This design comes from an exercise in tuning for small area, a short achievable clock period and few clock cycles per item on the open sky130 flow, not from production work.
In this exercise RTL edits were held to simulation tests only and were not proved equivalent to the original.

==> run a: inputs <==
==> flow/design.v (excerpt) <==
module matvec3
(
    input  logic               clk,
    input  logic               reset,
    input  logic               input_valid,
    output logic               input_ready,
    input  logic signed [13:0] input_data,
    output logic               output_valid,
    input  logic               output_ready,
    output logic signed [27:0] output_data
);
Settings: LEC_CHECK=0, ABC_AREA=1, CAP_MARGIN=20, CORE_MARGIN=2, CORE_UTILIZATION=40, CTS_BUF_LIST=sky130_fd_sc_hd__clkbuf_8, CTS_CLUSTER_SIZE=40, SETUP_SLACK_MARGIN=4.1, SLEW_MARGIN=20; clock period 7.0 ns.
run.sh (not shown) runs the stock make flow with config.mk's settings and CLKGATE_MAP_FILE= SYNTH_SCRIPT=/design/flow/synth_recipe.tcl, a recipe that flattens the netlist after the stock synthesis.
==> inputs of run b, as changes to run a <==
- CORE_UTILIZATION: 40 -> 55
==> inputs of run c, as changes to run a <==
- ABC_AREA: 1 -> 0
==> notes <==
The lowest count of clock-buffer cells in the layout belongs to run b, the highest to run c.
Between run c and run b, the lower register-to-register slack is in run c (gap 430 ps).
Worst hold slack: run a < run c < run b.
Cell area: run c < run b < run a.
Setup slack, lowest first: run c, run b, run a.
Run c finished with timing, DRC and antenna clean. Run a produced a clean layout. Run b went through all stages and came out clean.
Between run a and run c, the lower critical path depth is in run c (gap 5).
Testbench counts of run a, summed over its fixed seeds: cycles 4,680, items 1,152.
Testbench counts of run b, summed over its fixed seeds: cycles 4,680, items 1,152.
Testbench counts of run c, summed over its fixed seeds: cycles 4,680, items 1,152.

==> trial 76 <==
matvec3, a different RTL version from the one above (not shown whole).
==> flow/config.mk <==
export PLATFORM = sky130hd
export DESIGN_NAME = matvec3
export DESIGN_NICKNAME = matvec3
export VERILOG_FILES = /design/flow/design.v
export SDC_FILE = /design/flow/constraint.sdc
export NUM_CORES = 4
export LEC_CHECK = 0
export ABC_AREA = 1
export CAP_MARGIN = 20
export CORE_MARGIN = 2
export CORE_UTILIZATION = 40
export CTS_BUF_LIST = sky130_fd_sc_hd__clkbuf_8
export CTS_CLUSTER_SIZE = 40
export SETUP_SLACK_MARGIN = 3.9
export SLEW_MARGIN = 20
==> flow/constraint.sdc <==
create_clock -name core_clock -period 7.0 [get_ports {clk}]
set_input_delay 1.4000 -clock core_clock [delete_from_list [all_inputs] [get_ports {clk}]]
set_output_delay 1.4000 -clock core_clock [all_outputs]
set_load 0.01 [all_outputs]
standard.sh (not shown) runs the stock make flow with config.mk's settings and CLKGATE_MAP_FILE= SYNTH_SCRIPT=/design/flow/synth_recipe.tcl, a recipe that flattens the netlist after the stock synthesis.
==> flow/flow/run.sh <==
#!/bin/bash
# The standard layout (standard.sh) with two changes:
# - clock tree synthesis adds no dummy loads to balance the tree;
# - the port buffers are buf_1 cells.
set -o pipefail
export CTS_ARGS="-sink_clustering_enable -repair_clock_nets -sink_clustering_size 40 -buf_list sky130_fd_sc_hd__clkbuf_8 -dont_use_dummy_load"
export BUFFER_PORTS_ARGS="-buffer_cell sky130_fd_sc_hd__buf_1"
bash standard.sh > standard.log 2>&1
==> inputs of trial 44, as changes to trial 76 <==
==> flow/flow/run.sh (replaced) <==
#!/bin/bash
# The standard layout (standard.sh) with three changes:
# - synthesis skips the quick abc pass inside yosys's synth command
#   (SYNTH_ARGS=-noabc), so the adder cells are extracted from the design's
#   own full-adder logic; the registers are the standard synthesis's;
# - clock tree synthesis adds no dummy loads to balance the tree;
# - the port buffers are buf_1 cells.
set -o pipefail
export SYNTH_ARGS="-noabc"
export CTS_ARGS="-sink_clustering_enable -repair_clock_nets -sink_clustering_size 40 -buf_list sky130_fd_sc_hd__clkbuf_8 -dont_use_dummy_load"
export BUFFER_PORTS_ARGS="-buffer_cell sky130_fd_sc_hd__buf_1"
bash standard.sh > standard.log 2>&1
--- a/flow/config.mk
+++ b/flow/config.mk
@@ -12,4 +12,4 @@
 export CTS_BUF_LIST = sky130_fd_sc_hd__clkbuf_8
 export CTS_CLUSTER_SIZE = 40
-export SETUP_SLACK_MARGIN = 3.9
+export SETUP_SLACK_MARGIN = 4.1
 export SLEW_MARGIN = 20
==> inputs of build 93, as changes to trial 76 <==
--- a/flow/config.mk
+++ b/flow/config.mk
@@ -12,4 +12,4 @@
 export CTS_BUF_LIST = sky130_fd_sc_hd__clkbuf_8
 export CTS_CLUSTER_SIZE = 40
-export SETUP_SLACK_MARGIN = 3.9
+export SETUP_SLACK_MARGIN = 4.0
 export SLEW_MARGIN = 20
==> inputs of trial 88, as changes to trial 76 <==
--- a/flow/config.mk
+++ b/flow/config.mk
@@ -12,4 +12,4 @@
 export CTS_BUF_LIST = sky130_fd_sc_hd__clkbuf_8
 export CTS_CLUSTER_SIZE = 40
-export SETUP_SLACK_MARGIN = 3.9
+export SETUP_SLACK_MARGIN = 4.1
 export SLEW_MARGIN = 20
==> impl_metrics.yaml <==
synthesis:
  post_synth_instance_area_mm2: 0.01388
  synth-xor-area-share_pct: 7.761
detailed_routing:
  wirelength_met1_um: 12960
worst_setup_path:
  timing.critical_path.from: "first_d"
  reg2reg_setup_slack_ns: 3.91
status:
  result_of_the_run: "finished clean"
final_layout:
  inverters_excl_clock: 268
Source of the figures above: trial 76

==> impl_metrics.yaml <==
status:
  result_of_the_run: "finished clean"
final_layout:
  nets_final: 1693
  inverters_excl_clock: 268
worst_setup_path:
  reg2reg_setup_slack_ns: 4.10
  timing.critical_path.from: "add_i.r2[14]"
  reg2reg_depth: 8
detailed_routing:
  wirelength_met1_um: 12950
synthesis:
  synthDominantCellAreaShare_pct: 38.22
  synth-xor-area-share_pct: 7.761
Source of the figures above: build 93

==> impl_metrics.yaml <==
status:
  result_of_the_run: "finished clean"
final_layout:
  inverters_excl_clock: 208
worst_setup_path:
  reg2reg_setup_slack_ns: 4.14
  timing.critical_path.from: "s_q[15]"
detailed_routing:
  wirelength_met1_um: 13000
synthesis:
  post_synth_instance_area_mm2: 0.01374
clock_network:
  postCtsSetupRepairBufs: 3
  cts-hold-fix-buffers: 0
Source of the figures above: trial 44

==> impl_metrics.yaml <==
worst_setup_path:
  cpMostUsedCell: "sky130_fd_sc_hd__fa_1"
  timing.critical_path.from: "add_i.r2[15]"
  reg2reg_setup_slack_ns: 4.07
timing:
  holdWs_ns: 0.2920
clock_network:
  postCtsResizedCells: 9
synthesis:
  synth.largest_area_cell: "sky130_fd_sc_hd__dfxtp_1"
  synth-xor-area-share_pct: 7.761
  post_synth_instance_area_mm2: 0.01388
detailed_routing:
  wl_per_cell_um: 14.24
  wirelength_met1_um: 13160
status:
  result_of_the_run: "finished clean"
Source of the figures above: trial 88

Testbench counts of trial 76, summed over its fixed seeds: cycles 4,680, items 1,152.
Testbench counts of trial 44, summed over its fixed seeds: cycles 4,680, items 1,152.
Testbench counts of build 93, summed over its fixed seeds: cycles 4,680, items 1,152.
Testbench counts of trial 88, summed over its fixed seeds: cycles 4,680, items 1,152.

## afterwards: timing with drivers on the ports
The results above use ideal ports. As a check the final layouts listed here were re-extracted and re-timed, cells and wires unchanged.
Step 1, drivers: a clkbuf_16 drives clk and a buf_2 each remaining input, both assumed.
Step 2 adds t to the input delays and takes it off the output delays; t is the mean of the earliest and latest rising clock arrival at the registers after step 1. Input paths then give back, and output paths get back, about the clock's delay inside the block.
Three values: ideal ports, drivers, drivers and shift; two values: the first two.
run | t, ns | setup slack, ns | latest minus earliest clock arrival (ns) | pins driven straight from the clock port
run a | 0.614 | 4.158 / 4.130 / 3.739 | 0.036 / 0.036 | 1
run b | 0.625 | 4.061 / 4.061 / 3.566 | 0.019 / 0.019 | 1
run c | 0.604 | 3.626 / 3.626 / 3.399 | 0.022 / 0.022 | 1
trial 76 | 0.586 | 3.907 / 3.907 / 3.610 | 0.070 / 0.071 | 1
trial 44 | 0.581 | 4.144 / 4.144 / 3.653 | 0.049 / 0.049 | 1
build 93 | 0.596 | 4.100 / 4.100 / 3.594 | 0.069 / 0.068 | 1
trial 88 | 0.587 | 4.072 / 4.072 / 3.670 | 0.050 / 0.050 | 1
After both steps setup and hold are still met in every run listed. The setup slack of build 93, which loses most, moves by 0.000 ns with the drivers and by -0.506 ns with both steps.
